Context: an optimization exercise on an open-source flow, tuned for a short achievable clock period and few clock cycles per item. The choices shown serve that exercise and are no tape-out recipe. Function was checked by simulation only, so behaviour that the tests miss may differ from the original.

$ cat flow/design.v
`default_nettype none
package bqf_pkg;
  localparam int SAMPLE_W   = 16;
  localparam int COEF_FRAC  = 15;
  localparam int COEF_W     = 18;
  localparam int INIT_W     = 32;
  localparam int CFG_DATA_W = 32;
  localparam int CFG_IDX_W  = 3;
  localparam int MULT_W     = COEF_W + 4;
  localparam int NMAG       = 9;
  localparam int NDIG       = 4;
  localparam int W          = 36;
  localparam logic signed [COEF_W-1:0] COEF_ONE =
    {{(COEF_W-COEF_FRAC-1){1'b0}}, 1'b1, {COEF_FRAC{1'b0}}};
  localparam int OQ_DEPTH   = 8;
  localparam int CREDITS    = 8;
endpackage
`default_nettype wire
`default_nettype none
module bqf_cfg (
  input  wire logic                                      clk_i,
  input  wire logic                                      rst_ni,
  input  wire logic                                      cfg_we_i,
  input  wire logic [bqf_pkg::CFG_IDX_W-1:0]             cfg_idx_i,
  input  wire logic [bqf_pkg::CFG_DATA_W-1:0]            cfg_wdata_i,
  output logic [bqf_pkg::COEF_W-1:0]                     b0_o,
  output logic [bqf_pkg::COEF_W-1:0]                     b1_o,
  output logic [bqf_pkg::COEF_W-1:0]                     b2_o,
  output logic [bqf_pkg::NMAG-1:0][bqf_pkg::MULT_W-1:0]  ta1_o,
  output logic [bqf_pkg::NMAG-1:0][bqf_pkg::MULT_W-1:0]  ta2_o,
  output logic [bqf_pkg::W-1:0]                          init1h_o,
  output logic signed [bqf_pkg::INIT_W-1:0]              init2_o,
  output logic [bqf_pkg::W-1:0]                          ka1h_o,
  output logic [bqf_pkg::W-1:0]                          ka1l_o,
  output logic [bqf_pkg::W-1:0]                          ka2h_o,
  output logic [bqf_pkg::W-1:0]                          ka2l_o,
  output logic [5:0][bqf_pkg::W-1:0]                     ra1_o,
  output logic [5:0][bqf_pkg::W-1:0]                     ra2_o
);
  localparam int CW = bqf_pkg::COEF_W;
  localparam int MW = bqf_pkg::MULT_W;
  localparam int NM = bqf_pkg::NMAG;
  localparam int DW = bqf_pkg::W;
  localparam logic [DW-1:0] RND_HALF = DW'(1) << (bqf_pkg::COEF_FRAC - 1);
  localparam logic [DW-1:0] BIAS4 = (DW'(1) << (MW - 1)) + (DW'(1) << (MW + 3)) +
                                    (DW'(1) << (MW + 7)) + (DW'(1) << (MW + 11));
  logic signed [CW-1:0] b0_q, b1_q, b2_q, a1_q, a2_q;
  logic signed [bqf_pkg::INIT_W-1:0] init1_q, init2_q;
  always_ff @(posedge clk_i or negedge rst_ni) begin
    if (!rst_ni) begin
      b0_q    <= bqf_pkg::COEF_ONE;
      b1_q    <= '0;
      b2_q    <= '0;
      a1_q    <= '0;
      a2_q    <= '0;
      init1_q <= '0;
      init2_q <= '0;
    end else if (cfg_we_i) begin
      case (cfg_idx_i)
        3'd0: b0_q    <= cfg_wdata_i[CW-1:0];
        3'd1: b1_q    <= cfg_wdata_i[CW-1:0];
        3'd2: b2_q    <= cfg_wdata_i[CW-1:0];
        3'd3: a1_q    <= cfg_wdata_i[CW-1:0];
        3'd4: a2_q    <= cfg_wdata_i[CW-1:0];
        3'd5: init1_q <= cfg_wdata_i;
        3'd6: init2_q <= cfg_wdata_i;
        default: ;
      endcase
    end
  end
  assign init2_o = init2_q;
  assign b0_o    = b0_q;
  assign b1_o    = b1_q;
  assign b2_o    = b2_q;
  logic [NM-1:0][MW-1:0] ta1_q, ta2_q;
  logic [DW-1:0]         a1w, a2w;
  logic [DW-1:0]         init1h_q, ka1h_q, ka1l_q, ka2h_q, ka2l_q;
  assign a1w = DW'(a1_q);
  assign a2w = DW'(a2_q);
  logic [MW-1:0] pa1_q, pa2_q;
  always_ff @(posedge clk_i) begin
    pa1_q <= MW'(a1_q);
    pa2_q <= MW'(a2_q);
  end
  function automatic logic [MW-1:0] mult(input logic [MW-1:0] w, input int k);
    logic [MW-1:0] r;
    case (k)
      1:       r = w;
      2:       r = w << 1;
      3:       r = w + (w << 1);
      4:       r = w << 2;
      5:       r = w + (w << 2);
      6:       r = (w << 1) + (w << 2);
      7:       r = (w << 3) - w;
      8:       r = w << 3;
      default: r = '0;
    endcase
    mult = r;
  endfunction
  always_ff @(posedge clk_i) begin
    for (int k = 0; k < NM; k++) begin
      ta1_q[k] <= mult(pa1_q, k);
      ta2_q[k] <= mult(pa2_q, k);
    end
    init1h_q <= DW'(init1_q) + RND_HALF;
    ka1h_q   <= a1w - (a1w << 15);
    ka1l_q   <= a1w << 15;
    ka2h_q   <= a2w - (a2w << 15);
    ka2l_q   <= a2w << 15;
  end
  logic [DW-1:0] c1a_q, c2a_q, n1a_q, n2a_q;
  logic [5:0][DW-1:0] ra1_q, ra2_q;
  always_ff @(posedge clk_i) begin
    c1a_q <= ~a1w + (DW'(1) - BIAS4 - BIAS4);
    c2a_q <= ~a2w + (DW'(1) - BIAS4 - BIAS4);
    n1a_q <= ~(a1w << 16) + DW'(1);
    n2a_q <= ~(a2w << 16) + DW'(1);
  end
  always_ff @(posedge clk_i) begin
    ra1_q[0] <= n1a_q + (DW'(0) - BIAS4 - BIAS4);
    ra1_q[1] <= n1a_q + c1a_q;
    ra1_q[2] <= DW'(0) - BIAS4 - BIAS4;
    ra1_q[3] <= c1a_q;
    ra1_q[4] <= (a1w << 16) + (DW'(0) - BIAS4 - BIAS4);
    ra1_q[5] <= (a1w << 16) + c1a_q;
    ra2_q[0] <= n2a_q + (DW'(0) - BIAS4 - BIAS4);
    ra2_q[1] <= n2a_q + c2a_q;
    ra2_q[2] <= DW'(0) - BIAS4 - BIAS4;
    ra2_q[3] <= c2a_q;
    ra2_q[4] <= (a2w << 16) + (DW'(0) - BIAS4 - BIAS4);
    ra2_q[5] <= (a2w << 16) + c2a_q;
  end
  assign ta1_o    = ta1_q;
  assign ta2_o    = ta2_q;
  assign ra1_o    = ra1_q;
  assign ra2_o    = ra2_q;
  assign init1h_o = init1h_q;
  assign ka1h_o   = ka1h_q;
  assign ka1l_o   = ka1l_q;
  assign ka2h_o   = ka2h_q;
  assign ka2l_o   = ka2l_q;
endmodule
`default_nettype wire
`default_nettype none
module bqf_ctrl (
  input  wire logic                         clk_i,
  input  wire logic                         rst_ni,
  input  wire logic                         in_valid_i,
  input  wire logic                         cfg_we_i,
  output logic                              in_stall_o,
  output logic                              accept_o,
  input  wire logic                         y_valid_i,
  input  wire logic [bqf_pkg::SAMPLE_W-1:0] y_i,
  input  wire logic                         y_sat_i,
  output logic                              out_valid_o,
  input  wire logic                         out_stall_i,
  output logic [bqf_pkg::SAMPLE_W-1:0]      sample_out_o,
  output logic                              saturated_o
);
  localparam int D  = bqf_pkg::OQ_DEPTH;
  localparam int PW = 3;   
  localparam int CR = bqf_pkg::CREDITS;
  localparam int CW = 4;   
  localparam int EW = bqf_pkg::SAMPLE_W + 1;
  logic [CW-1:0] cnt_q, cnt_d;
  logic          stall_q, stall_d;
  logic          take;
  assign in_stall_o = stall_q;
  assign accept_o   = in_valid_i && !stall_q;
  assign take       = out_valid_o && !out_stall_i;
  always_comb begin
    cnt_d = cnt_q;
    if (accept_o && !take)      cnt_d = cnt_q + CW'(1);
    else if (!accept_o && take) cnt_d = cnt_q - CW'(1);
    stall_d = (cnt_d >= CW'(CR)) || cfg_we_i;
  end
  always_ff @(posedge clk_i or negedge rst_ni) begin
    if (!rst_ni) begin
      cnt_q   <= '0;
      stall_q <= 1'b0;
    end else begin
      cnt_q   <= cnt_d;
      stall_q <= stall_d;
    end
  end
  logic [D-1:0][EW-1:0] buf_q;
  logic [PW-1:0]        wp_q, rp_q;
  logic [PW:0]          bcnt_q;
  logic                 head_v_q;
  logic [EW-1:0]        head_q;
  logic                 head_free, bempty, pop, push;
  assign bempty    = (bcnt_q == '0);
  assign head_free = !head_v_q || !out_stall_i;
  assign pop       = head_free && !bempty;
  assign push      = y_valid_i && !(head_free && bempty);
  always_ff @(posedge clk_i) begin
    if (y_valid_i) buf_q[wp_q] <= {y_sat_i, y_i};
  end
  always_ff @(posedge clk_i) begin
    if (head_free) head_q <= bempty ? {y_sat_i, y_i} : buf_q[rp_q];
  end
  always_ff @(posedge clk_i or negedge rst_ni) begin
    if (!rst_ni) begin
      wp_q     <= '0;
      rp_q     <= '0;
      bcnt_q   <= '0;
      head_v_q <= 1'b0;
    end else begin
      if (push) wp_q <= wp_q + PW'(1);
      if (pop)  rp_q <= rp_q + PW'(1);
      if (push && !pop)      bcnt_q <= bcnt_q + (PW+1)'(1);
      else if (pop && !push) bcnt_q <= bcnt_q - (PW+1)'(1);
      if (head_free) head_v_q <= !bempty || y_valid_i;
    end
  end
  assign out_valid_o  = head_v_q;
  assign sample_out_o = head_q[bqf_pkg::SAMPLE_W-1:0];
  assign saturated_o  = head_q[bqf_pkg::SAMPLE_W];
endmodule
`default_nettype wire
`default_nettype none
module bqf_pp (
  input  wire logic [bqf_pkg::SAMPLE_W-1:0]                  y_i,
  input  wire logic [bqf_pkg::NMAG-1:0][bqf_pkg::MULT_W-1:0] tab_i,
  output logic [bqf_pkg::NDIG-1:0][bqf_pkg::W-1:0]           row_o,
  output logic [bqf_pkg::W-1:0]                              hot_o
);
  localparam int MW = bqf_pkg::MULT_W;
  localparam int W  = bqf_pkg::W;
  logic [bqf_pkg::SAMPLE_W:0] yx;
  assign yx = {y_i, 1'b0};
  always_comb begin
    hot_o = '0;
    for (int i = 0; i < bqf_pkg::NDIG; i++) begin
      logic [MW-1:0] m, b;
      logic          inv;
      case (yx[4*i +: 5])
        5'b00000: m = tab_i[0];
        5'b00001: m = tab_i[1];
        5'b00010: m = tab_i[1];
        5'b00011: m = tab_i[2];
        5'b00100: m = tab_i[2];
        5'b00101: m = tab_i[3];
        5'b00110: m = tab_i[3];
        5'b00111: m = tab_i[4];
        5'b01000: m = tab_i[4];
        5'b01001: m = tab_i[5];
        5'b01010: m = tab_i[5];
        5'b01011: m = tab_i[6];
        5'b01100: m = tab_i[6];
        5'b01101: m = tab_i[7];
        5'b01110: m = tab_i[7];
        5'b01111: m = tab_i[8];
        5'b10000: m = tab_i[8];
        5'b10001: m = tab_i[7];
        5'b10010: m = tab_i[7];
        5'b10011: m = tab_i[6];
        5'b10100: m = tab_i[6];
        5'b10101: m = tab_i[5];
        5'b10110: m = tab_i[5];
        5'b10111: m = tab_i[4];
        5'b11000: m = tab_i[4];
        5'b11001: m = tab_i[3];
        5'b11010: m = tab_i[3];
        5'b11011: m = tab_i[2];
        5'b11100: m = tab_i[2];
        5'b11101: m = tab_i[1];
        5'b11110: m = tab_i[1];
        5'b11111: m = tab_i[0];
        default: m = tab_i[0];
      endcase
      inv = !yx[4*i+4];
      b   = m ^ {MW{inv}};
      row_o[i] = W'({~b[MW-1], b[MW-2:0]}) << (4 * i);
      hot_o[4*i] = inv;
    end
  end
endmodule
module bqf_csa (
  input  wire logic [bqf_pkg::W-1:0] a_i,
  input  wire logic [bqf_pkg::W-1:0] b_i,
  input  wire logic [bqf_pkg::W-1:0] c_i,
  output logic [bqf_pkg::W-1:0]      s_o,
  output logic [bqf_pkg::W-1:0]      c_o
);
  logic [bqf_pkg::W-1:0] p, maj;
  assign p   = a_i ^ b_i;
  assign s_o = p ^ c_i;
  assign maj = (p & c_i) | (~p & a_i);
  assign c_o = {maj[bqf_pkg::W-2:0], 1'b0};
endmodule
module bqf_c42 (
  input  wire logic [3:0][bqf_pkg::W-1:0] r_i,
  output logic [bqf_pkg::W-1:0]           s_o,
  output logic [bqf_pkg::W-1:0]           c_o
);
  logic [bqf_pkg::W-1:0] s1, c1;
  bqf_csa u_a (.a_i(r_i[0]), .b_i(r_i[1]), .c_i(r_i[2]), .s_o(s1), .c_o(c1));
  bqf_csa u_b (.a_i(s1), .b_i(c1), .c_i(r_i[3]), .s_o(s_o), .c_o(c_o));
endmodule
module bqf_ltree (
  input  wire logic [bqf_pkg::NDIG-1:0][bqf_pkg::W-1:0] pa_i,
  input  wire logic [bqf_pkg::NDIG-1:0][bqf_pkg::W-1:0] pb_i,
  input  wire logic [bqf_pkg::W-1:0]                    ka_i,
  input  wire logic [bqf_pkg::W-1:0]                    kb_i,
  input  wire logic [bqf_pkg::W-1:0]                    late_i,
  output logic [bqf_pkg::W-1:0]                         s_o,
  output logic [bqf_pkg::W-1:0]                         c_o
);
  logic [bqf_pkg::W-1:0] s1, c1, s2, c2, s3, c3, s4, c4, s5, c5, s6, c6, s7, c7, s8, c8;
  bqf_csa u_l1a (.a_i(pa_i[0]), .b_i(pa_i[1]), .c_i(pa_i[2]), .s_o(s1), .c_o(c1));
  bqf_csa u_l1b (.a_i(pa_i[3]), .b_i(pb_i[0]), .c_i(pb_i[1]), .s_o(s2), .c_o(c2));
  bqf_csa u_l1c (.a_i(pb_i[2]), .b_i(pb_i[3]), .c_i(ka_i),    .s_o(s3), .c_o(c3));
  bqf_csa u_l2a (.a_i(s1), .b_i(c1), .c_i(s2), .s_o(s4), .c_o(c4));
  bqf_csa u_l2b (.a_i(c2), .b_i(s3), .c_i(c3), .s_o(s5), .c_o(c5));
  bqf_csa u_l3a (.a_i(s4), .b_i(c4), .c_i(s5),     .s_o(s6), .c_o(c6));
  bqf_csa u_l3b (.a_i(c5), .b_i(kb_i), .c_i(late_i), .s_o(s7), .c_o(c7));
  bqf_csa u_l4  (.a_i(s6), .b_i(c6), .c_i(s7), .s_o(s8), .c_o(c8));
  bqf_csa u_l5  (.a_i(s8), .b_i(c8), .c_i(c7), .s_o(s_o), .c_o(c_o));
endmodule
module bqf_xmul (
  input  wire logic [bqf_pkg::COEF_W-1:0]   b_i,
  input  wire logic [bqf_pkg::SAMPLE_W-1:0] x_i,
  output logic [bqf_pkg::W-1:0]             s_o,
  output logic [bqf_pkg::W-1:0]             c_o
);
  localparam int W  = bqf_pkg::W;
  localparam int CW = bqf_pkg::COEF_W;
  localparam int NJ = bqf_pkg::SAMPLE_W / 2;
  logic [bqf_pkg::SAMPLE_W:0] xx;
  logic [NJ-1:0][W-1:0]       row;
  logic [W-1:0]               hot;
  assign xx = {x_i, 1'b0};
  always_comb begin
    hot = '0;
    for (int j = 0; j < NJ; j++) begin
      logic one, two, neg;
      logic [CW:0] mag, pp;
      one = xx[2*j+1] ^ xx[2*j];
      two = (xx[2*j+2] & ~xx[2*j+1] & ~xx[2*j]) | (~xx[2*j+2] & xx[2*j+1] & xx[2*j]);
      neg = xx[2*j+2] & ~(xx[2*j+1] & xx[2*j]);
      mag = one ? {b_i[CW-1], b_i} : two ? {b_i, 1'b0} : '0;
      pp  = neg ? ~mag : mag;
      row[j] = W'({~pp[CW], pp[CW-1:0]}) << (2 * j);
      hot[2*j] = neg;
    end
  end
  logic [W-1:0] s1, c1, s2, c2, s3, c3, s4, c4, s5, c5, s6, c6;
  bqf_csa u_a (.a_i(row[0]), .b_i(row[1]), .c_i(row[2]), .s_o(s1), .c_o(c1));
  bqf_csa u_b (.a_i(row[3]), .b_i(row[4]), .c_i(row[5]), .s_o(s2), .c_o(c2));
  bqf_csa u_c (.a_i(row[6]), .b_i(row[7]), .c_i(hot),    .s_o(s3), .c_o(c3));
  bqf_csa u_d (.a_i(s1), .b_i(c1), .c_i(s2), .s_o(s4), .c_o(c4));
  bqf_csa u_e (.a_i(c2), .b_i(s3), .c_i(c3), .s_o(s5), .c_o(c5));
  bqf_csa u_f (.a_i(s4), .b_i(c4), .c_i(s5), .s_o(s6), .c_o(c6));
  bqf_csa u_g (.a_i(s6), .b_i(c6), .c_i(c5), .s_o(s_o), .c_o(c_o));
endmodule
module bqf_datapath (
  input  wire logic                                          clk_i,
  input  wire logic                                          rst_ni,
  input  wire logic                                          accept_i,
  input  wire logic signed [bqf_pkg::SAMPLE_W-1:0]           sample_in_i,
  input  wire logic                                          start_block_i,
  input  wire logic [bqf_pkg::COEF_W-1:0]                    b0_i,
  input  wire logic [bqf_pkg::COEF_W-1:0]                    b1_i,
  input  wire logic [bqf_pkg::COEF_W-1:0]                    b2_i,
  input  wire logic [bqf_pkg::NMAG-1:0][bqf_pkg::MULT_W-1:0] ta1_i,
  input  wire logic [bqf_pkg::NMAG-1:0][bqf_pkg::MULT_W-1:0] ta2_i,
  input  wire logic [bqf_pkg::W-1:0]                         ka1h_i,
  input  wire logic [bqf_pkg::W-1:0]                         ka1l_i,
  input  wire logic [bqf_pkg::W-1:0]                         ka2h_i,
  input  wire logic [bqf_pkg::W-1:0]                         ka2l_i,
  input  wire logic [5:0][bqf_pkg::W-1:0]                   ra1_i,
  input  wire logic [5:0][bqf_pkg::W-1:0]                   ra2_i,
  input  wire logic [bqf_pkg::W-1:0]                         init1h_i,
  input  wire logic signed [bqf_pkg::INIT_W-1:0]             init2_i,
  output logic                                               y_valid_o,
  output logic [bqf_pkg::SAMPLE_W-1:0]                       y_o,
  output logic                                               y_sat_o
);
  localparam int W  = bqf_pkg::W;
  localparam int SW = bqf_pkg::SAMPLE_W;
  localparam int ND = bqf_pkg::NDIG;
  localparam int MW = bqf_pkg::MULT_W;
  localparam logic [W-1:0] RND_HALF = W'(1) << (bqf_pkg::COEF_FRAC - 1);
  localparam logic [W-1:0] BIAS4 = (W'(1) << (MW - 1)) + (W'(1) << (MW + 3)) +
                                   (W'(1) << (MW + 7)) + (W'(1) << (MW + 11));
  localparam logic [W-1:0] BIASX = (W'(1) << 18) + (W'(1) << 20) + (W'(1) << 22) +
                                   (W'(1) << 24) + (W'(1) << 26) + (W'(1) << 28) +
                                   (W'(1) << 30) + (W'(1) << 32);
  logic [SW-1:0] x_q;
  logic          x_sb_q;
  logic          x_v_q;
  always_ff @(posedge clk_i) begin
    x_q    <= sample_in_i;
    x_sb_q <= start_block_i;
  end
  always_ff @(posedge clk_i or negedge rst_ni) begin
    if (!rst_ni) x_v_q <= 1'b0;
    else         x_v_q <= accept_i;
  end
  logic [W-1:0] p0s_d, p0c_d, p1s_d, p1c_d, p2s_d, p2c_d;
  bqf_xmul u_m0 (.b_i(b0_i), .x_i(x_q), .s_o(p0s_d), .c_o(p0c_d));
  bqf_xmul u_m1 (.b_i(b1_i), .x_i(x_q), .s_o(p1s_d), .c_o(p1c_d));
  bqf_xmul u_m2 (.b_i(b2_i), .x_i(x_q), .s_o(p2s_d), .c_o(p2c_d));
  logic [W-1:0] m_p0s_q, m_p0c_q, m_p1s_q, m_p1c_q, m_p2s_q, m_p2c_q;
  logic         m_sb_q;
  logic         m_v_q;
  always_ff @(posedge clk_i) begin
    m_p0s_q <= p0s_d;
    m_p0c_q <= p0c_d;
    m_p1s_q <= p1s_d;
    m_p1c_q <= p1c_d;
    m_p2s_q <= p2s_d;
    m_p2c_q <= p2c_d;
    m_sb_q  <= x_sb_q;
  end
  always_ff @(posedge clk_i or negedge rst_ni) begin
    if (!rst_ni) m_v_q <= 1'b0;
    else         m_v_q <= x_v_q;
  end
  logic [W-1:0] p_full, pi_full;
  logic [W-1:0] pis, pic;
  logic [W-1:0] init2_ext;
  assign init2_ext = W'(init2_i);
  assign p_full    = m_p0s_q + m_p0c_q + (RND_HALF - BIASX);
  bqf_csa u_pi (.a_i(m_p0s_q), .b_i(m_p0c_q), .c_i(init1h_i - BIASX), .s_o(pis), .c_o(pic));
  assign pi_full   = pis + pic;
  logic [W-1:0] a_p_q, a_pi_q, a_b1x_q, a_b2x_q;
  logic         a_sb_q;
  logic         a_v_q;
  always_ff @(posedge clk_i) begin
    a_p_q   <= m_v_q ? p_full : '0;
    a_pi_q  <= pi_full;
    a_b1x_q <= m_p1s_q + m_p1c_q - BIASX;
    a_b2x_q <= m_p2s_q + m_p2c_q - BIASX;
    a_sb_q  <= m_sb_q;
  end
  always_ff @(posedge clk_i or negedge rst_ni) begin
    if (!rst_ni) a_v_q <= 1'b0;
    else         a_v_q <= m_v_q;
  end
  logic [W-1:0] sa_q, sb_q, sa_d, sb_d;
  logic [W-1:0] d2a_q, d2b_q, d2a_d, d2b_d;
  logic [W-1:0] l_b1x_q, l_b2x_q;
  logic         l_full_q;
  logic [W-1:0]  s_sum;
  logic          sat_hi, sat_lo;
  logic [SW-1:0] y_cur;
  assign s_sum  = sa_q + sb_q;
  assign sat_hi = !s_sum[W-1] && (s_sum[W-2:30] != '0);
  assign sat_lo =  s_sum[W-1] && (s_sum[W-2:30] != '1);
  assign y_cur  = sat_hi ? 16'h7fff : sat_lo ? 16'h8000 : s_sum[30:15];
  logic [31:0] vsum;
  logic [15:0] lsum;
  logic        cin;
  logic        m_pos, m_neg;
  assign lsum  = {1'b0, sa_q[14:0]} + {1'b0, sb_q[14:0]};
  assign cin   = lsum[15];
  assign vsum  = {sa_q[30], sa_q[30:0]} + {sb_q[30], sb_q[30:0]};
  assign m_pos = !vsum[31] &&  vsum[30];
  assign m_neg =  vsum[31] && !vsum[30];
  logic [ND-1:0][W-1:0] pa1, pb1, pa2, pb2;
  logic [W-1:0]         ha1, hb1, ha2, hb2;
  bqf_pp u_pa1 (.y_i(sa_q[30:15]), .tab_i(ta1_i), .row_o(pa1), .hot_o(ha1));
  bqf_pp u_pb1 (.y_i(sb_q[30:15]), .tab_i(ta1_i), .row_o(pb1), .hot_o(hb1));
  bqf_pp u_pa2 (.y_i(sa_q[30:15]), .tab_i(ta2_i), .row_o(pa2), .hot_o(ha2));
  bqf_pp u_pb2 (.y_i(sb_q[30:15]), .tab_i(ta2_i), .row_o(pb2), .hot_o(hb2));
  logic [W-1:0] k1a, k1b, k0s, k0c;
  bqf_c42 u_k0 (.r_i({a_p_q, l_b1x_q, d2a_q, d2b_q}), .s_o(k0s), .c_o(k0c));
  bqf_c42 u_k1 (.r_i({k0s, k0c, ha1, hb1}), .s_o(k1a), .c_o(k1b));
  logic [W-1:0] k2a, k2b;
  bqf_csa u_k2 (.a_i(l_b2x_q), .b_i(ha2), .c_i(hb2), .s_o(k2a), .c_o(k2b));
  logic [W-1:0] late1, late2;
  always_comb begin
    if (m_pos)      begin late1 = ra1_i[4 + 32'(cin)]; late2 = ra2_i[4 + 32'(cin)]; end
    else if (m_neg) begin late1 = ra1_i[0 + 32'(cin)]; late2 = ra2_i[0 + 32'(cin)]; end
    else            begin late1 = ra1_i[2 + 32'(cin)]; late2 = ra2_i[2 + 32'(cin)]; end
  end
  logic [W-1:0] t1a, t1b, t2a, t2b;
  bqf_ltree u_t1 (.pa_i(pa1), .pb_i(pb1), .ka_i(k1a), .kb_i(k1b), .late_i(late1),
                  .s_o(t1a), .c_o(t1b));
  bqf_ltree u_t2 (.pa_i(pa2), .pb_i(pb2), .ka_i(k2a), .kb_i(k2b), .late_i(late2),
                  .s_o(t2a), .c_o(t2b));
  logic [W-1:0] h1a, h1b, l1a, l1b;
  bqf_csa u_h1 (.a_i(k0s), .b_i(k0c), .c_i(ka1h_i), .s_o(h1a), .c_o(h1b));
  bqf_csa u_l1 (.a_i(k0s), .b_i(k0c), .c_i(ka1l_i), .s_o(l1a), .c_o(l1b));
  logic [W-1:0] fa, fb;
  bqf_csa u_fx (.a_i(sa_q), .b_i(sb_q), .c_i(a_p_q), .s_o(fa), .c_o(fb));
  logic         z_q;
  logic         sbn, use_tree;
  logic [W-1:0] oa, ob, o2a, o2b;
  assign sbn      = a_v_q && a_sb_q;
  assign use_tree = l_full_q && !sat_hi && !sat_lo && !sbn;
  always_comb begin
    if (sbn) begin
      oa  = a_pi_q;    ob  = '0;
      o2a = init2_ext; o2b = '0;
    end else if (l_full_q) begin
      if (sat_hi) begin
        oa  = h1a;     ob  = h1b;
        o2a = l_b2x_q; o2b = ka2h_i;
      end else begin
        oa  = l1a;     ob  = l1b;
        o2a = l_b2x_q; o2b = ka2l_i;
      end
    end else begin
      oa  = z_q ? a_p_q : fa;
      ob  = z_q ? '0    : fb;
      o2a = z_q ? '0    : d2a_q ^ d2b_q;
      o2b = z_q ? '0    : {d2a_q[W-2:0] & d2b_q[W-2:0], 1'b0};
    end
    sa_d  = use_tree ? t1a : oa;
    sb_d  = use_tree ? t1b : ob;
    d2a_d = use_tree ? t2a : o2a;
    d2b_d = use_tree ? t2b : o2b;
  end
  always_ff @(posedge clk_i) begin
    sa_q  <= sa_d;
    sb_q  <= sb_d;
    d2a_q <= d2a_d;
    d2b_q <= d2b_d;
  end
  always_ff @(posedge clk_i or negedge rst_ni) begin
    if (!rst_ni) begin
      l_full_q <= 1'b0;
      z_q      <= 1'b1;
    end else begin
      l_full_q <= a_v_q;
      if (a_v_q) z_q <= 1'b0;
    end
  end
  always_ff @(posedge clk_i) begin
    l_b1x_q <= a_b1x_q;
    l_b2x_q <= a_b2x_q;
  end
  assign y_valid_o = l_full_q;
  assign y_o       = y_cur;
  assign y_sat_o   = sat_hi | sat_lo;
endmodule
`default_nettype wire
`default_nettype none
module biquad_iir_filter (
  input  wire logic                                clk_i,
  input  wire logic                                rst_ni,
  input  wire logic                                cfg_we_i,
  input  wire logic [bqf_pkg::CFG_IDX_W-1:0]       cfg_idx_i,
  input  wire logic [bqf_pkg::CFG_DATA_W-1:0]      cfg_wdata_i,
  input  wire logic                                in_valid_i,
  output logic                                     in_stall_o,
  input  wire logic signed [bqf_pkg::SAMPLE_W-1:0] sample_in_i,
  input  wire logic                                start_block_i,
  output logic                                     out_valid_o,
  input  wire logic                                out_stall_i,
  output logic signed [bqf_pkg::SAMPLE_W-1:0]      sample_out_o,
  output logic                                     saturated_o
);
  logic [bqf_pkg::NMAG-1:0][bqf_pkg::MULT_W-1:0] ta1, ta2;
  logic [bqf_pkg::COEF_W-1:0]                    b0, b1, b2;
  logic [bqf_pkg::W-1:0]                         init1h;
  logic signed [bqf_pkg::INIT_W-1:0]             init2;
  logic [bqf_pkg::W-1:0]                         ka1h, ka1l, ka2h, ka2l;
  logic [5:0][bqf_pkg::W-1:0]                    ra1, ra2;
  logic                                          accept;
  logic                                          y_valid;
  logic [bqf_pkg::SAMPLE_W-1:0]                  y;
  logic                                          y_sat;
  logic [bqf_pkg::SAMPLE_W-1:0]                  sample_out;
  bqf_cfg u_cfg (
    .clk_i       (clk_i),
    .rst_ni      (rst_ni),
    .cfg_we_i    (cfg_we_i),
    .cfg_idx_i   (cfg_idx_i),
    .cfg_wdata_i (cfg_wdata_i),
    .b0_o        (b0),
    .b1_o        (b1),
    .b2_o        (b2),
    .ta1_o       (ta1),
    .ta2_o       (ta2),
    .init1h_o    (init1h),
    .init2_o     (init2),
    .ka1h_o      (ka1h),
    .ka1l_o      (ka1l),
    .ka2h_o      (ka2h),
    .ka2l_o      (ka2l),
    .ra1_o       (ra1),
    .ra2_o       (ra2)
  );
  bqf_ctrl u_ctrl (
    .clk_i        (clk_i),
    .rst_ni       (rst_ni),
    .in_valid_i   (in_valid_i),
    .cfg_we_i     (cfg_we_i),
    .in_stall_o   (in_stall_o),
    .accept_o     (accept),
    .y_valid_i    (y_valid),
    .y_i          (y),
    .y_sat_i      (y_sat),
    .out_valid_o  (out_valid_o),
    .out_stall_i  (out_stall_i),
    .sample_out_o (sample_out),
    .saturated_o  (saturated_o)
  );
  assign sample_out_o = sample_out;
  bqf_datapath u_datapath (
    .clk_i         (clk_i),
    .rst_ni        (rst_ni),
    .accept_i      (accept),
    .sample_in_i   (sample_in_i),
    .start_block_i (start_block_i),
    .b0_i          (b0),
    .b1_i          (b1),
    .b2_i          (b2),
    .ta1_i         (ta1),
    .ta2_i         (ta2),
    .ka1h_i        (ka1h),
    .ka1l_i        (ka1l),
    .ka2h_i        (ka2h),
    .ka2l_i        (ka2l),
    .ra1_i         (ra1),
    .ra2_i         (ra2),
    .init1h_i      (init1h),
    .init2_i       (init2),
    .y_valid_o     (y_valid),
    .y_o           (y),
    .y_sat_o       (y_sat)
  );
endmodule
`default_nettype wire
$ cat flow/run.sh
#!/bin/bash
# synth_recipe.tcl (not shown) runs the flow's synth.tcl, then flattens the netlist and writes it again
# the make line also repeats each setting of config.mk as NAME=value (left out here)
make -C /OpenROAD-flow-scripts/flow DESIGN_CONFIG=/design/flow/config.mk WORK_HOME=/design/flow/orfs CLKGATE_MAP_FILE= SYNTH_SCRIPT=/design/flow/synth_recipe.tcl finish
$ cat flow/config.mk
export PLATFORM = sky130hd
export DESIGN_NAME = biquad_iir_filter
export DESIGN_NICKNAME = biquad_iir_filter
export VERILOG_FILES = /design/flow/design.v
export SDC_FILE = /design/flow/constraint.sdc
export NUM_CORES = 4
export LEC_CHECK = 0
export CAP_MARGIN = 20
export CELL_PAD_IN_SITES_DETAIL_PLACEMENT = 1
export CELL_PAD_IN_SITES_GLOBAL_PLACEMENT = 1
export CORE_MARGIN = 2
export CORE_UTILIZATION = 25
export PLACE_DENSITY = 0.45
export SETUP_SLACK_MARGIN = 5
export SLEW_MARGIN = 20
$ cat flow/constraint.sdc
create_clock -name core_clock -period 10.0 [get_ports {clk_i}]
set_input_delay 2.0000 -clock core_clock [delete_from_list [all_inputs] [get_ports {clk_i}]]
set_output_delay 2.0000 -clock core_clock [all_outputs]
set_load 0.01 [all_outputs]
==> results of run 1 <==
[cells in the final DEF (no fill, tap or decap), types with 211 or more instances in the layout]
cell type,synthesis,final
mux2_2,226,224
a22oi_1,363,360
xor2_1,674,647
nor2_1,847,828
maj3_1,495,466
a21oi_1,766,735
buf_4,53,531
a22o_1,212,211
o211ai_1,249,249
inv_1,565,556
nand2_1,1315,1304
mux2i_1,330,302
o21ai_0,846,823
ha_1,845,814
xnor2_1,1840,1680
dfxtp_1,1044,1004
[routing by layer]
| layer | vias to the layer above | global-route usage |
|---|---|---|
| met4 | 10 | 0.124 |
| met5 | - | 0.0000961 |
| met1 | 58181 | 0.358 |
| met2 | 4857 | 0.401 |
| li1 | 50945 | - |
| met3 | 1517 | 0.0715 |
[logic make-up after synthesis]
group                    count (synthesis)  synth area share
flip-flops                            1372             0.242
other                                    1         0.0000303
multiplexers                           610            0.0570
AND/OR/NAND/NOR                       3112             0.114
AO/OA/AOI/OAI                         3624             0.198
adder cells (fa/ha/maj)               1409             0.133
XOR/XNOR                              2628             0.197
buffers and inverters                 1750            0.0587
[metrics by stage]
step                      instance area, µm²  setup slack [ns]
after floorplan                       124000              4.99
after global placement                131000              3.07
after detailed placement              131000              3.09
after CTS                             141000              4.94
after global routing                  146000              4.77
final                                 146000              4.85
[sequential cells by signal, summed over array words and instances (netlist names), 35 cells and up]
signal              cells
u_ctrl.buf_q          136
u_cfg.ra1_q            89
u_cfg.ra2_q            89
u_cfg.ta1_q            74
u_cfg.ta2_q            74
u_datapath.a_b1x_q     36
u_datapath.a_b2x_q     36
u_datapath.a_p_q       36
u_datapath.a_pi_q      36
u_datapath.d2a_q       36
u_datapath.d2b_q       36
u_datapath.l_b1x_q     36
u_datapath.l_b2x_q     36
u_datapath.sa_q        36
u_datapath.sb_q        35
[cell type report]
type,instances,area [µm²],area share
diodes,43,108,0.000735
flip-flops and latches,1372,30000,0.205
well taps,6500,8130,0.0556
repair buffers,795,8300,0.0567
multi-input cells,11392,91600,0.626
inverters,581,2220,0.0151
clock inverters,74,843,0.00576
clock buffers,257,5130,0.0351
[worst max-delay path, cell delays in order, from the launching register on]
cell	delay, ns
dfxtp_2	0.33
ha_4	0.24
and3_4	0.18
a221o_2	0.44
a211oi_2	0.24
o211ai_1	0.22
a211oi_4	0.34
buf_12	0.16
o311a_4	0.18
buf_12	0.11
buf_12	0.12
mux2i_4	0.28
buf_8	0.21
buf_12	0.20
a221oi_2	0.06
a31oi_2	0.31
ha_1	0.33
maj3_2	0.35
xnor2_2	0.15
xnor2_1	0.15
a222oi_1	0.32
a21oi_1	0.10
[worst max path at each step]
stage,slack [ns],to,start,depth (start not counted)
global route,4.77,u_datapath.d2a_q[22]$_DFF_P_,u_datapath.sb_q[12]$_DFF_P_,22
finish,4.85,u_datapath.d2a_q[18]$_DFF_P_,u_datapath.sb_q[12]$_DFF_P_,21
global placement,3.07,u_datapath.sa_q[21]$_DFF_P_,u_datapath.sa_q[19]$_DFF_P_,17
floorplan,4.99,u_datapath.d2a_q[21]$_DFF_P_,u_datapath.sa_q[18]$_DFF_P_,24
CTS,4.94,u_datapath.sa_q[21]$_DFF_P_,u_datapath.sb_q[15]$_DFF_P_,18
detailed placement,3.09,u_datapath.sa_q[21]$_DFF_P_,u_datapath.sb_q[12]$_DFF_P_,17
[repair_timing]
item	in CTS	in global routing
cloned	17	19
buffers inserted	124	150
gates resized for setup	509	580
endpoints found under the setup margin	289	247
pin swaps	92	210
==> results.yml, run 1 <==
die:
  rows: 258
  io_pins: 76
  fp.dieH_um: 707
  die_x_um: 707
  die_area_um2: 500000
  core_area_um2: 493000
  initial_core_util: 0.251
synth:
  netlist.area_leader.share: 0.169
  yosys_warnings: 5
  ys.flop_type: "dfxtp_1"
  synth.most_common_cell: "xnor2_1"
  synth_cell_type_count: 117
  synth_common_cells: "1,840 x xnor2_1, 1,315 x nand2_1, 1,044 x dfxtp_1"
  synth_edf_count: 153
  yosys.area.top_type: "dfxtp_1"
  yosys-top-cells-area: "dfxtp_1 17%, xnor2_1 13%, ha_1 8.6%"
  async_reset_ff_frac: 0.128
  avgSynthCellArea_um2: 8.52
  syn_area_um2: 124000
  synthCells: 14506
  seq_area_frac_synth: 0.242
  ys_ff_latch: 1372
cts:
  cts_root_buf: "clkbuf_16"
  cts_num_sinks: 1372
  clk_pin_slew_worst_paths_ns: 0.06
  ctsHtreeMaxLevel: 4
  cts_hold_buffers: 0
  cts_buffers: 180
  clk_latency_ns: 0.94
  cts_tree: "yes"
  clockBufferDepth: 4
sta:
  worst_pin_slew_ns: 1.28
  final.setup.tns_ns: 0
  rsz0062_at_grt: "yes"
  skew_ns: 0.0827
  slew_viol_final: 0
  fmax_ghz: 0.194
  min_period_over_period: 0.515
  period_needed_ns: 5.15
  hold_ws_ns: 0.293
  hold_viol: 0
  setup_viol: 0
  relSlewSlack: 0.145
critical_path:
  crit_fanout: 7
  critPathCaptureType: "register"
  cp-start-kind: "register"
  rr_worst_depth: 21
  r2r_end: "u_datapath.d2a_q[18]$_DFF_P_"
  setup.worst_path.class: "reg2reg"
  crit_required_ns: 10.81
  r2r_start: "u_datapath.sb_q[12]$_DFF_P_"
  r2r_slack_ns: 4.85
  arrival_ns: 5.95
global_route:
  grt_usage: 0.268
  grt_pass1_wl_mm: 956
  grt_overflow: 0
  antenna_found_initial: 57
  grt_max_degree: 89
  grt_pass1_vias: 112436
route:
  ant_nets: 0
  drt-initial-drc-count: 12574
  via_count: 115510
  highest-signal-layer: "met5"
  viasPerCell: 5.50
  wl_met1_mm: 308
  met2_length_mm: 294
  drt-pass1-iter-count: 9
  wl_per_cell_um: 33.6
  wl_met3_mm: 61.2
  drc: 0
  wirelength_mm: 706
hold_path:
  hold_path_class: "reg2reg"
  hold_start: "u_datapath.a_b2x_q[15]$_DFF_P_"
  whs_endpoint: "u_datapath.l_b2x_q[15]$_DFF_P_"
  whs_path_depth: 0
run:
  cap_violations: 0
outcome:
  status: "no timing/DRC/antenna violations"
cells_and_area:
  syn2layout_area_growth_pct: 18.4
  post-route-util: 0.297
  fillers: 56864
  final-instance-count-excl-fill: 21014
  drive_gt1_frac: 0.153
  nets: 15240
placement:
  routabilityCongestion: 0.961
  placed_cells: 20329
  numPortBuffers: 75
  dpl.hpwl_mm: 504
Testbench counts, summed over its fixed seeds: cycles 2,088, items 2,048.
==> run 2, diff against run 1 <==
--- a/flow/design.v
+++ b/flow/design.v
@@ -450,15 +450,18 @@
   assign sat_hi = !s_sum[W-1] && (s_sum[W-2:30] != '0);
   assign sat_lo =  s_sum[W-1] && (s_sum[W-2:30] != '1);
   assign y_cur  = sat_hi ? 16'h7fff : sat_lo ? 16'h8000 : s_sum[30:15];
-  logic [31:0] vsum;
   logic [15:0] lsum;
+  logic [16:0] v0, v1;
   logic        cin;
-  logic        m_pos, m_neg;
-  assign lsum  = {1'b0, sa_q[14:0]} + {1'b0, sb_q[14:0]};
-  assign cin   = lsum[15];
-  assign vsum  = {sa_q[30], sa_q[30:0]} + {sb_q[30], sb_q[30:0]};
-  assign m_pos = !vsum[31] &&  vsum[30];
-  assign m_neg =  vsum[31] && !vsum[30];
+  logic        m0_pos, m0_neg, m1_pos, m1_neg;
+  assign lsum   = {1'b0, sa_q[14:0]} + {1'b0, sb_q[14:0]};
+  assign cin    = lsum[15];
+  assign v0     = {sa_q[30], sa_q[30:15]} + {sb_q[30], sb_q[30:15]};
+  assign v1     = {sa_q[30], sa_q[30:15]} + {sb_q[30], sb_q[30:15]} + 17'd1;
+  assign m0_pos = !v0[16] &&  v0[15];
+  assign m0_neg =  v0[16] && !v0[15];
+  assign m1_pos = !v1[16] &&  v1[15];
+  assign m1_neg =  v1[16] && !v1[15];
   logic [ND-1:0][W-1:0] pa1, pb1, pa2, pb2;
   logic [W-1:0]         ha1, hb1, ha2, hb2;
   bqf_pp u_pa1 (.y_i(sa_q[30:15]), .tab_i(ta1_i), .row_o(pa1), .hot_o(ha1));
@@ -470,11 +473,16 @@
   bqf_c42 u_k1 (.r_i({k0s, k0c, ha1, hb1}), .s_o(k1a), .c_o(k1b));
   logic [W-1:0] k2a, k2b;
   bqf_csa u_k2 (.a_i(l_b2x_q), .b_i(ha2), .c_i(hb2), .s_o(k2a), .c_o(k2b));
-  logic [W-1:0] late1, late2;
+  logic [W-1:0] late1, late2, l10, l11, l20, l21;
   always_comb begin
-    if (m_pos)      begin late1 = ra1_i[4 + 32'(cin)]; late2 = ra2_i[4 + 32'(cin)]; end
-    else if (m_neg) begin late1 = ra1_i[0 + 32'(cin)]; late2 = ra2_i[0 + 32'(cin)]; end
-    else            begin late1 = ra1_i[2 + 32'(cin)]; late2 = ra2_i[2 + 32'(cin)]; end
+    if (m0_pos)      begin l10 = ra1_i[4]; l20 = ra2_i[4]; end
+    else if (m0_neg) begin l10 = ra1_i[0]; l20 = ra2_i[0]; end
+    else             begin l10 = ra1_i[2]; l20 = ra2_i[2]; end
+    if (m1_pos)      begin l11 = ra1_i[5]; l21 = ra2_i[5]; end
+    else if (m1_neg) begin l11 = ra1_i[1]; l21 = ra2_i[1]; end
+    else             begin l11 = ra1_i[3]; l21 = ra2_i[3]; end
+    late1 = cin ? l11 : l10;
+    late2 = cin ? l21 : l20;
   end
   logic [W-1:0] t1a, t1b, t2a, t2b;
   bqf_ltree u_t1 (.pa_i(pa1), .pb_i(pb1), .ka_i(k1a), .kb_i(k1b), .late_i(late1),
==> results.yml, run 2 <==
cts:
  cts_buffers: 181
  cts_num_sinks: 1372
  clk_pin_slew_worst_paths_ns: 0.09
  clockBufferDepth: 4
  clk_latency_ns: 0.94
  cts_root_buf: "clkbuf_16"
  ctsHtreeMaxLevel: 4
  cts_tree: "yes"
placement:
  dpl.hpwl_mm: 519
  routabilityCongestion: 0.995
  numPortBuffers: 75
critical_path:
  max_stage_delay_ns: 0.46
  cp_slowest_cell: "xnor3_2"
  cp_cell_sequence: "buf_4, buf_12, xor2_4, buf_12, o21a_4, buf_12, a222oi_1, a31oi_2, xnor2_2, xnor3_2, xnor2_2, xor2_2, inv_1, maj3_1, maj3_2, xnor3_1, o22ai_1"
  crit_required_ns: 10.81
  crit_fanout: 22
  cp-start-kind: "register"
  arrival_ns: 5.98
  cp_common_cell: "buf_12"
  critPathBufInv: 5
  r2r_slack_ns: 4.83
  critPathCaptureType: "register"
  path_delay_family: "XOR/XNOR gates"
  setup.worst_path.class: "reg2reg"
die:
  fp.dieH_um: 707
  rows: 258
  core_area_um2: 493000
  initial_core_util: 0.251
  die_area_um2: 500000
  die_x_um: 707
  io_pins: 76
global_route:
  grt_pass1_vias: 114217
  grt_usage: 0.277
  grt_max_degree: 73
  grt_overflow: 0
  antenna_found_initial: 77
  grt_pass1_wl_mm: 978
cells_and_area:
  multi_input_area_um2: 90900
  nets: 15129
  layout_commonest_cell: "xnor2_1"
  largest_register_ffs: 136
  regArea_um2: 30000
  syn2layout_area_growth_pct: 17.5
  regMostFlops: "u_ctrl.buf_q"
  drive_gt1_frac: 0.151
  layout_common_cells: "1,667 x xnor2_1, 1,188 x nand2_1, 982 x dfxtp_1"
  post-route-util: 0.294
  reg.largest.list: "u_ctrl.buf_q x136, u_cfg.ra1_q x89, u_cfg.ra2_q x89"
  fillers: 56716
synth:
  netlist.area_leader.share: 0.169
  synth_edf_count: 153
  synthCells: 14367
  seq_area_frac_synth: 0.242
  synth.most_common_cell: "xnor2_1"
  synth_common_cells: "1,833 x xnor2_1, 1,201 x nand2_1, 1,044 x dfxtp_1"
  ys.flop_type: "dfxtp_1"
  yosys_warnings: 5
  ys_ff_latch: 1372
  async_reset_ff_frac: 0.128
  yosys.area.top_type: "dfxtp_1"
  syn_area_um2: 124000
  synth_cell_type_count: 120
  yosys-top-cells-area: "dfxtp_1 17%, xnor2_1 13%, ha_1 8.5%"
  avgSynthCellArea_um2: 8.60
sta:
  hold_viol: 0
  rsz0062_at_grt: "yes"
  period_needed_ns: 5.17
  skew_ns: 0.0614
  hold_ws_ns: 0.320
  fmax_ghz: 0.194
  relSlewSlack: 0.0235
  final.setup.tns_ns: 0
  setup_viol: 0
  min_period_over_period: 0.517
  slew_viol_final: 0
  worst_pin_slew_ns: 1.46
outcome:
  status: "no timing/DRC/antenna violations"
hold_path:
  hold_path_class: "reg2reg"
route:
  drt-initial-drc-count: 12637
  drc: 0
  wirelength_mm: 724
  wl_per_cell_um: 34.7
  drt-pass1-iter-count: 8
  via_count: 117435
  ant_nets: 0
  viasPerCell: 5.62
run:
  cap_violations: 0
## run 2: changes by cell type after synthesis, moves of 38 or more
cell,change
o22ai_1,+59
a221oi_1,+53
nand2_1,-114
o21ai_0,-93
a22o_1,+78
nand4_1,-38
and2_1,-41
a21oi_1,-68
a222oi_1,-41
o211ai_1,-61
mux2i_1,+62
## run 2: repair_timing
item                                    4_1_cts  5_1_grt
cloned                                       11       16
resized for setup                           499      416
endpoints found under the setup margin      312      188
setup buffers                               117      129
pin swaps                                    54      123
hold buffers                                  0        0
## run 2: final timing paths
kind                                                 from                              to  depth (start not counted)
setup / recovery              u_datapath.sa_q[22]$_DFF_P_     u_datapath.sa_q[20]$_DFF_P_                         17
hold / removal             u_datapath.a_b1x_q[23]$_DFF_P_  u_datapath.l_b1x_q[23]$_DFF_P_                          0
setup reg to reg              u_datapath.sa_q[22]$_DFF_P_     u_datapath.sa_q[20]$_DFF_P_                         17
hold reg to reg            u_datapath.a_b1x_q[23]$_DFF_P_  u_datapath.l_b1x_q[23]$_DFF_P_                          0
max in group asynchronous                          rst_ni   u_datapath.l_full_q$_DFF_PN0_                          3
min in group asynchronous                          rst_ni      u_cfg.b1_q[12]$_DFFE_PN0P_                          1
## run 2: cell families (layout without fill, tap and decap cells)
kind of cell	after synthesis	after routing	synth area share
and+or+nand+nor	2914	2915	0.107
AOI/OAI and AO/OA	3664	3673	0.204
other	1	53	0.0000304
adders and majority gates	1394	1394	0.133
buffers and inverters	1753	1711	0.0583
xor gates and xnor gates	2597	2597	0.195
muxes	672	674	0.0614
DFF	1372	1372	0.242
## run 2: worst register-to-register path, stage by stage (launching register included)
cell and delay [ns]:
dfxtp_4 0.44, buf_4 0.20, buf_12 0.12, xor2_4 0.18
buf_12 0.15, o21a_4 0.23, buf_12 0.22, a222oi_1 0.43
a31oi_2 0.24, xnor2_2 0.41, xnor3_2 0.46, xnor2_2 0.22
xor2_2 0.33, inv_1 0.15, maj3_1 0.42, maj3_2 0.36
xnor3_1 0.33, o22ai_1 0.15
## run 2: area by class of cell
class                           count  share of cell area
Multi-Input combinational cell  11255               0.626
Sequential cell                  1372               0.207
Tap cell                         6500              0.0560
Timing Repair Buffer              772              0.0515
Clock buffer                      238              0.0351
Inverter                          610              0.0163
Clock inverter                     89             0.00681
Antenna cell                       51            0.000879
Timing Repair inverter              2            0.000138
## run 2: per-stage QoR
| step | setup slack [ns] | instance area [µm²] | std cells |
|---|---|---|---|
| floorplan | 5.00 | 124000 | 14368 |
| global placement | 3.01 | 131000 | 20237 |
| detailed placement | 2.92 | 131000 | 20237 |
| CTS | 4.87 | 141000 | 20692 |
| global route | 4.80 | 145000 | 20850 |
| finish | 4.83 | 145000 | 20889 |
## run 2: routing by layer
metal  track usage  share of wire  wire length, µm
met2         0.429           0.43           312000
met4         0.153          0.067            48500
met3        0.0555          0.078            56700
met1         0.360           0.42           307000
met5             0        0.00037              267
Testbench counts of run 2, summed over its fixed seeds: cycles 2,088, items 2,048.
==> run 3, diff against run 2 <==
--- a/flow/design.v
+++ b/flow/design.v
@@ -450,22 +450,28 @@
   assign sat_hi = !s_sum[W-1] && (s_sum[W-2:30] != '0);
   assign sat_lo =  s_sum[W-1] && (s_sum[W-2:30] != '1);
   assign y_cur  = sat_hi ? 16'h7fff : sat_lo ? 16'h8000 : s_sum[30:15];
-  logic [15:0] lsum;
-  logic [16:0] v0, v1;
-  logic        cin;
+  logic [15:0] lsum, hs0, hs1;
+  logic        cin, c30_0, c30_1;
   logic        m0_pos, m0_neg, m1_pos, m1_neg;
   assign lsum   = {1'b0, sa_q[14:0]} + {1'b0, sb_q[14:0]};
+  assign hs0    = {1'b0, sa_q[29:15]} + {1'b0, sb_q[29:15]};
+  assign hs1    = {1'b0, sa_q[29:15]} + {1'b0, sb_q[29:15]} + 16'd1;
   assign cin    = lsum[15];
-  assign v0     = {sa_q[30], sa_q[30:15]} + {sb_q[30], sb_q[30:15]};
-  assign v1     = {sa_q[30], sa_q[30:15]} + {sb_q[30], sb_q[30:15]} + 17'd1;
-  assign m0_pos = !v0[16] &&  v0[15];
-  assign m0_neg =  v0[16] && !v0[15];
-  assign m1_pos = !v1[16] &&  v1[15];
-  assign m1_neg =  v1[16] && !v1[15];
+  assign c30_0  = hs0[15];
+  assign c30_1  = hs1[15];
+  assign m0_pos = !sa_q[30] && !sb_q[30] &&  c30_0;
+  assign m0_neg =  sa_q[30] &&  sb_q[30] && !c30_0;
+  assign m1_pos = !sa_q[30] && !sb_q[30] &&  c30_1;
+  assign m1_neg =  sa_q[30] &&  sb_q[30] && !c30_1;
   logic [ND-1:0][W-1:0] pa1, pb1, pa2, pb2;
   logic [W-1:0]         ha1, hb1, ha2, hb2;
-  bqf_pp u_pa1 (.y_i(sa_q[30:15]), .tab_i(ta1_i), .row_o(pa1), .hot_o(ha1));
-  bqf_pp u_pb1 (.y_i(sb_q[30:15]), .tab_i(ta1_i), .row_o(pb1), .hot_o(hb1));
+  logic [15:0] sai_q, sbi_q;
+  always_ff @(posedge clk_i) begin
+    sai_q <= ~sa_d[30:15];
+    sbi_q <= ~sb_d[30:15];
+  end
+  bqf_pp u_pa1 (.y_i(~sai_q), .tab_i(ta1_i), .row_o(pa1), .hot_o(ha1));
+  bqf_pp u_pb1 (.y_i(~sbi_q), .tab_i(ta1_i), .row_o(pb1), .hot_o(hb1));
   bqf_pp u_pa2 (.y_i(sa_q[30:15]), .tab_i(ta2_i), .row_o(pa2), .hot_o(ha2));
   bqf_pp u_pb2 (.y_i(sb_q[30:15]), .tab_i(ta2_i), .row_o(pb2), .hot_o(hb2));
   logic [W-1:0] k1a, k1b, k0s, k0c;
==> results.yml, run 3 <==
outcome:
  status: "no timing/DRC/antenna violations"
sta:
  hold_viol: 0
  slew_viol_final: 0
  final.setup.tns_ns: 0
  min_period_over_period: 0.500
  worst_pin_slew_ns: 1.34
  timing.final.ws_setup_ns: 5.00
  rsz0062_at_grt: "yes"
  setup_viol: 0
  relSlewSlack: 0.101
  fmax_ghz: 0.200
  skew_ns: 0.0741
  period_needed_ns: 5.00
critical_path:
  crit_required_ns: 10.75
  cp_slowest_cell: "o21ba_2"
  rr_worst_depth: 18
  critPathCaptureType: "register"
  arrival_ns: 5.75
  cp-start-kind: "register"
  r2r_slack_ns: 5.00
  r2r_start: "u_datapath.sa_q[15]$_DFF_P_"
  setup.worst_path.class: "reg2reg"
  cp_cell_sequence: "buf_12, buf_4, buf_4, nand2b_1, o21ba_2, a221oi_1, nand3_1, mux2_2, xnor2_1, xnor2_1, maj3_2, xnor2_1, xor2_1, nor2_1, a21oi_2, nor2_1, o21ai_0, o22ai_1"
  crit_fanout: 17
  r2r_end: "u_datapath.d2b_q[11]$_DFF_P_"
  max_stage_delay_ns: 0.58
  cp_common_cell: "xnor2_1"
hold_path:
  whs_endpoint: "u_datapath.l_b2x_q[30]$_DFF_P_"
  hold_path_class: "reg2reg"
  hold_start: "u_datapath.a_b2x_q[30]$_DFF_P_"
  whs_path_depth: 0
synth:
  synth.most_common_cell: "xnor2_1"
  yosys-top-cells-area: "dfxtp_1 17%, xnor2_1 13%, ha_1 8.5%"
  ys.flop_type: "dfxtp_1"
  avgSynthCellArea_um2: 8.59
  yosys.area.top_type: "dfxtp_1"
  syn_area_um2: 124000
  ys_ff_latch: 1404
  async_reset_ff_frac: 0.125
  seq_area_frac_synth: 0.246
  synth_edf_count: 153
  synth_cell_type_count: 129
  yosys_warnings: 5
  synth_common_cells: "1,825 x xnor2_1, 1,176 x nand2_1, 1,076 x dfxtp_1"
  synthCells: 14449
  netlist.area_leader.share: 0.174
cts:
  clockBufferDepth: 4
  cts_buffers: 189
  cts_num_sinks: 1404
  cts_root_buf: "clkbuf_16"
  clk_pin_slew_worst_paths_ns: 0.06
  cts_tree: "yes"
  cts_hold_buffers: 0
  ctsHtreeMaxLevel: 4
  clk_latency_ns: 0.94
die:
  io_pins: 76
  fp.dieH_um: 709
  initial_core_util: 0.251
  die_area_um2: 502000
  core_area_um2: 494000
  die_x_um: 709
  rows: 258
global_route:
  grt_max_degree: 77
  grt_usage: 0.252
  grt_pass1_vias: 111062
  grt_overflow: 0
  antenna_found_initial: 49
  grt_pass1_wl_mm: 909
route:
  drt-pass1-iter-count: 13
  ant_nets: 0
  viasPerCell: 5.43
  wl_per_cell_um: 31.7
  drc: 0
  wirelength_mm: 662
  via_count: 113262
  drt-initial-drc-count: 10490
cells_and_area:
  layout_common_cells: "1,731 x xnor2_1, 1,168 x nand2_1, 1,018 x dfxtp_1"
  regMostFlops: "u_ctrl.buf_q"
  largest_register_ffs: 136
  layout_commonest_cell: "xnor2_1"
  final-instance-count-excl-fill: 20871
  drive_gt1_frac: 0.132
  syn2layout_area_growth_pct: 15.7
  fin_area_um2: 144000
  reg.largest.list: "u_ctrl.buf_q x136, u_cfg.ra1_q x89, u_cfg.ra2_q x89"
  post-route-util: 0.291
  fillers: 57205
  nets: 15108
placement:
  dpl.hpwl_mm: 479
  numPortBuffers: 75
  dp_slack_ns: 3.28
  routabilityCongestion: 0.902
  placed_cells: 20279
  place_area_um2: 131000
run:
  cap_violations: 0
[run 3: cell types whose count changed after synthesis, moves of 43 or more]
cell,change
mux2i_1,-60
a22oi_1,+102
a222oi_1,+43
o21ai_0,-62
clkbuf_1,-49
a21oi_1,+78
nand4_1,+58
xor2_1,+64
a221oi_1,-53
nor2_1,+49
a22o_1,-57
o211ai_1,-57
inv_1,-55
[run 3: routing by layer]
| metal | track usage | wire (µm) | vias to the layer above |
|---|---|---|---|
| met4 | 0.101 | 31800 | 14 |
| met2 | 0.399 | 292000 | 4092 |
| met3 | 0.0397 | 42000 | 1156 |
| met5 | 0.000577 | 115 | - |
| li1 | - | - | 50833 |
| met1 | 0.341 | 296000 | 57167 |
[run 3: worst max-delay path by stage]
stage	start	to	slack (ns)	cells after the start
2_1_floorplan	u_datapath.sa_q[16]$_DFF_P_	u_datapath.sa_q[29]$_DFF_P_	5.02	22
4_1_cts	u_datapath.sai_q[10]$_DFF_P_	u_datapath.sa_q[13]$_DFF_P_	4.90	15
6_report	u_datapath.sa_q[15]$_DFF_P_	u_datapath.d2b_q[11]$_DFF_P_	5.00	18
3_3_place_gp	u_datapath.sa_q[16]$_DFF_P_	u_datapath.sa_q[22]$_DFF_P_	3.23	20
5_1_grt	u_datapath.sa_q[26]$_DFF_P_	u_datapath.d2a_q[19]$_DFF_P_	4.85	22
3_5_place_dp	u_datapath.sa_q[16]$_DFF_P_	u_datapath.sa_q[20]$_DFF_P_	3.28	18
[run 3: critical path, delay by kind of cell, from the launching register on]
family,cells,cell delay [ns]
compound gates,5,1.57
buf+inv,3,0.45
simple gates,4,0.44
flops,1,0.33
fa+ha+maj,1,0.47
xor+xnor,4,1.22
mux,1,0.36
[run 3: logic make-up (layout without fill, tap and decap cells)]
logic type	Yosys count	after routing	share of synthesized area
adders and majority gates	1397	1397	0.132
other	1	32	0.0000302
AOI/OAI and AO/OA	3631	3631	0.200
xor gates and xnor gates	2651	2651	0.197
DFF	1404	1404	0.246
muxes	596	596	0.0538
and+or+nand+nor	3106	3111	0.116
buffers and inverters	1663	1549	0.0549
[run 3: final cells by class]
class,count,area [µm²],share of cell area
Antenna cell,30,75.1,0.000523
Sequential cell,1404,30700,0.214
Multi-Input combinational cell,11388,89700,0.625
Tap cell,6500,8130,0.0567
Clock buffer,255,5520,0.0385
Inverter,555,2100,0.0146
Clock inverter,95,1090,0.00760
Timing Repair Buffer,644,6200,0.0432
[run 3: timing repair]
item,CTS,global route
pin swaps,39,105
gates cloned,14,13
buffers inserted,79,106
endpoints found under the setup margin,331,223
resized for setup,356,349
[run 3: metrics by stage]
step / hold WS, ns
final: 0.321
after global placement: 0.311
after floorplan: 0.310
after CTS: 0.323
after global routing: 0.325
after detailed placement: 0.313
Testbench counts of run 3, summed over its fixed seeds: cycles 2,088, items 2,048.
==> run 4, diff against run 3 <==
--- a/flow/design.v
+++ b/flow/design.v
@@ -450,15 +450,20 @@
   assign sat_hi = !s_sum[W-1] && (s_sum[W-2:30] != '0);
   assign sat_lo =  s_sum[W-1] && (s_sum[W-2:30] != '1);
   assign y_cur  = sat_hi ? 16'h7fff : sat_lo ? 16'h8000 : s_sum[30:15];
+  logic [29:0] cg_q, cp_q;
+  always_ff @(posedge clk_i) begin
+    cg_q <= sa_d[29:0] & sb_d[29:0];
+    cp_q <= sa_d[29:0] | sb_d[29:0];
+  end
   logic [15:0] lsum, hs0, hs1;
   logic        cin, c30_0, c30_1;
   logic        m0_pos, m0_neg, m1_pos, m1_neg;
-  assign lsum   = {1'b0, sa_q[14:0]} + {1'b0, sb_q[14:0]};
-  assign hs0    = {1'b0, sa_q[29:15]} + {1'b0, sb_q[29:15]};
-  assign hs1    = {1'b0, sa_q[29:15]} + {1'b0, sb_q[29:15]} + 16'd1;
-  assign cin    = lsum[15];
-  assign c30_0  = hs0[15];
-  assign c30_1  = hs1[15];
+  assign lsum  = {1'b0, cp_q[14:0]} + {1'b0, cg_q[14:0]};
+  assign hs0   = {1'b0, cp_q[29:15]} + {1'b0, cg_q[29:15]};
+  assign hs1   = {1'b0, cp_q[29:15]} + {1'b0, cg_q[29:15]} + 16'd1;
+  assign cin   = lsum[15];
+  assign c30_0 = hs0[15];
+  assign c30_1 = hs1[15];
   assign m0_pos = !sa_q[30] && !sb_q[30] &&  c30_0;
   assign m0_neg =  sa_q[30] &&  sb_q[30] && !c30_0;
   assign m1_pos = !sa_q[30] && !sb_q[30] &&  c30_1;
==> results.yml, run 4 <==
sta:
  final.setup.tns_ns: 0
  relSlewSlack: 0.137
  skew_ns: 0.0492
  period_needed_ns: 5.11
  fmax_ghz: 0.196
  rsz0062_at_grt: "yes"
  worst_pin_slew_ns: 1.29
  min_period_over_period: 0.511
  setup_viol: 0
  hold_ws_ns: 0.320
  slew_viol_final: 0
  hold_viol: 0
critical_path:
  rr_worst_depth: 23
  critPathCaptureType: "register"
  crit_required_ns: 10.78
  r2r_slack_ns: 4.89
  setup.worst_path.class: "reg2reg"
  crit_fanout: 7
  arrival_ns: 5.89
  cp-start-kind: "register"
  r2r_start: "u_datapath.cp_q[15]$_DFF_P_"
  r2r_end: "u_datapath.d2a_q[17]$_DFF_P_"
placement:
  routabilityCongestion: 0.929
  dpl.hpwl_mm: 479
  numPortBuffers: 75
  place_area_um2: 134000
hold_path:
  whs_path_depth: 0
  hold_start: "u_datapath.m_p1s_q[1]$_DFF_P_"
  whs_endpoint: "u_datapath.a_b1x_q[1]$_DFF_P_"
  hold_path_class: "reg2reg"
synth:
  synth_mux_area_frac: 0.0533
  synth_common_cells: "1,779 x xnor2_1, 1,214 x nand2_1, 1,134 x dfxtp_1"
  async_reset_ff_frac: 0.120
  synthAdderAreaFrac: 0.133
  synth_top_family_by_area: "compound AO/OA/AOI/OAI gates"
  syn_area_um2: 126000
  synthCells: 14698
  yosys-top-cells-area: "dfxtp_1 18%, xnor2_1 12%, ha_1 8.7%"
  ys.flop_type: "dfxtp_1"
  synthXorXnorAreaFrac: 0.192
  yosys_warnings: 5
  synth_simple_gate_area_frac: 0.123
  synth-compound-area-share: 0.194
  yosys.area.top_type: "dfxtp_1"
  synth.most_common_cell: "xnor2_1"
  seq_area_frac_synth: 0.251
  synth_edf_count: 153
  ys_ff_latch: 1462
  avgSynthCellArea_um2: 8.60
  synth_cell_type_count: 141
  netlist.area_leader.share: 0.180
global_route:
  grt_overflow: 0
  antenna_found_initial: 38
  grt_pass1_vias: 113576
  grt_usage: 0.249
  grt_max_degree: 141
  grt_pass1_wl_mm: 916
route:
  drt-pass1-iter-count: 10
  wl_per_cell_um: 30.9
  drc: 0
  viasPerCell: 5.32
  ant_nets: 0
  drt-initial-drc-count: 10017
  wirelength_mm: 664
  via_count: 114539
cts:
  ctsHtreeMaxLevel: 4
  cts_root_buf: "clkbuf_16"
  clk_pin_slew_worst_paths_ns: 0.06
  cts_num_sinks: 1462
  cts_hold_buffers: 0
  clockBufferDepth: 4
  cts_tree: "yes"
  clk_latency_ns: 0.93
  cts_buffers: 191
cells_and_area:
  drive_gt1_frac: 0.164
  syn2layout_area_growth_pct: 19.2
  regMostFlops: "u_ctrl.buf_q"
  largest_register_ffs: 136
  nets: 15571
  layout_commonest_cell: "xnor2_1"
  fin_area_um2: 151000
  reg.largest.list: "u_ctrl.buf_q x136, u_cfg.ra1_q x89, u_cfg.ra2_q x89"
  layout_common_cells: "1,577 x xnor2_1, 1,203 x nand2_1, 1,040 x dfxtp_1"
die:
  die_area_um2: 511000
  initial_core_util: 0.251
  rows: 261
  fp.dieH_um: 715
  die_x_um: 715
  io_pins: 76
  core_area_um2: 504000
run:
  cap_violations: 0
outcome:
  status: "no timing/DRC/antenna violations"
## run 4: cell count changes after synthesis, sizes merged, moves of 41 or more
cell / delta
inv: +117
a22oi: -96
o21ai: +85
o22ai: -69
a21oi: -66
xnor2: -65
nand3: +60
dfxtp: +58
buf: -53
o211ai: +51
a22o: -47
nor3: +43
xor2: -41
## run 4: how the worst max path moves through the flow
stage	start	to	slack, ns	cells after the start
2_1_floorplan	u_datapath.sai_q[3]$_DFF_P_	u_datapath.cg_q[7]$_DFF_P_	5.00	23
3_3_place_gp	u_datapath.sb_q[18]$_DFF_P_	u_datapath.cg_q[21]$_DFF_P_	2.91	17
3_5_place_dp	u_datapath.sb_q[18]$_DFF_P_	u_datapath.sai_q[11]$_DFF_P_	3.29	17
4_1_cts	u_datapath.cg_q[17]$_DFF_P_	u_datapath.cg_q[29]$_DFF_P_	4.95	22
5_1_grt	u_datapath.cp_q[15]$_DFF_P_	u_datapath.d2a_q[17]$_DFF_P_	4.71	23
6_report	u_datapath.cp_q[15]$_DFF_P_	u_datapath.d2a_q[17]$_DFF_P_	4.89	23
## run 4: critical path, stage by stage (launching register included)
cell and delay, ns:
dfxtp_2 0.34, ha_4 0.13, inv_2 0.03, fa_2 0.36
nor2b_4 0.18, o31ai_2 0.08, a31o_2 0.30, mux2i_2 0.23
and4_4 0.33, nand4_1 0.14, buf_6 0.16, buf_6 0.11
nand3_4 0.15, buf_12 0.19, buf_12 0.16, a21oi_1 0.08
a222oi_1 0.54, inv_1 0.16, ha_4 0.31, xor3_1 0.25
xnor2_1 0.20, xnor2_1 0.09, a222oi_1 0.27, a21oi_1 0.12
## run 4: area by class of cell
cell class              count  area, µm²
multi-input cells       11498      93300
diodes                     32       80.1
inverters                 672       2590
clock inverters            86       1090
fillers                 58237     354000
flip-flops and latches   1462      31900
well taps                6706       8390
clock buffers             266       5530
repair buffers            790       7740
## run 4: what timing repair did
action	4_1_cts	5_1_grt
setup buffers	147	174
resized for setup	607	662
pin swaps	96	260
cloned	11	13
endpoints found under the setup margin	352	231
hold endpoints to repair	0	0
## run 4: logic make-up after synthesis
| group | Yosys count |
|---|---|
| muxes | 596 |
| xor gates and xnor gates | 2580 |
| buffers and inverters | 1742 |
| other | 1 |
| adders and majority gates | 1436 |
| AOI/OAI and AO/OA | 3565 |
| and+or+nand+nor | 3316 |
| DFF | 1462 |
## run 4: routing by layer
layer  GRT usage  routed length [µm]  share of wire  up-vias
met1       0.339              298000           0.45    57526
li1            -                   -              -    51972
met4       0.122               39200          0.059       22
met3      0.0357               41100          0.062     1139
met2       0.383              285000           0.43     3880
met5           0                 158        0.00024        -
## run 4: per-stage QoR
step / util / cells / setup slack [ns]
after floorplan: - / 14699 / 5.00
after global placement: 0.266 / 20782 / 2.91
after detailed placement: 0.267 / 20783 / 3.29
after CTS: 0.289 / 21293 / 4.95
after global routing: 0.299 / 21488 / 4.71
final: 0.299 / 21512 / 4.89
Testbench counts of run 4, summed over its fixed seeds: cycles 2,088, items 2,048.

[port drivers added, routing unchanged]
No port has a modelled driver above. Below, the same layouts with a new extraction and two added sets of constraints.
Step 1: set_driving_cell puts a clkbuf_16 on clk_i and a buf_2 on each other input, an assumption about the parent block.
Step 2, shift: input delay + t, output delay - t, t = (earliest + latest rising clock arrival at the registers) / 2. This alone moves slack from input paths to output paths.
Three values: no drivers, after step 1, after step 2; two values: the first two.
run	t, ns	slack for setup (ns)	hold WS [ns]	worst setup path at the end	latest minus earliest clock arrival (ns)
run 1	1.016	4.853 / 4.853 / 4.853	0.293 / 0.293 / 0.293	register to register	0.086 / 0.085
run 2	1.022	4.832 / 4.832 / 4.832	0.320 / 0.320 / 0.320	register to register	0.064 / 0.064
run 3	1.034	5.003 / 5.003 / 5.003	0.321 / 0.321 / 0.321	register to register	0.095 / 0.095
run 4	1.022	4.894 / 4.894 / 4.894	0.320 / 0.320 / 0.320	register to register	0.050 / 0.051
After both steps every run listed still meets setup and hold.
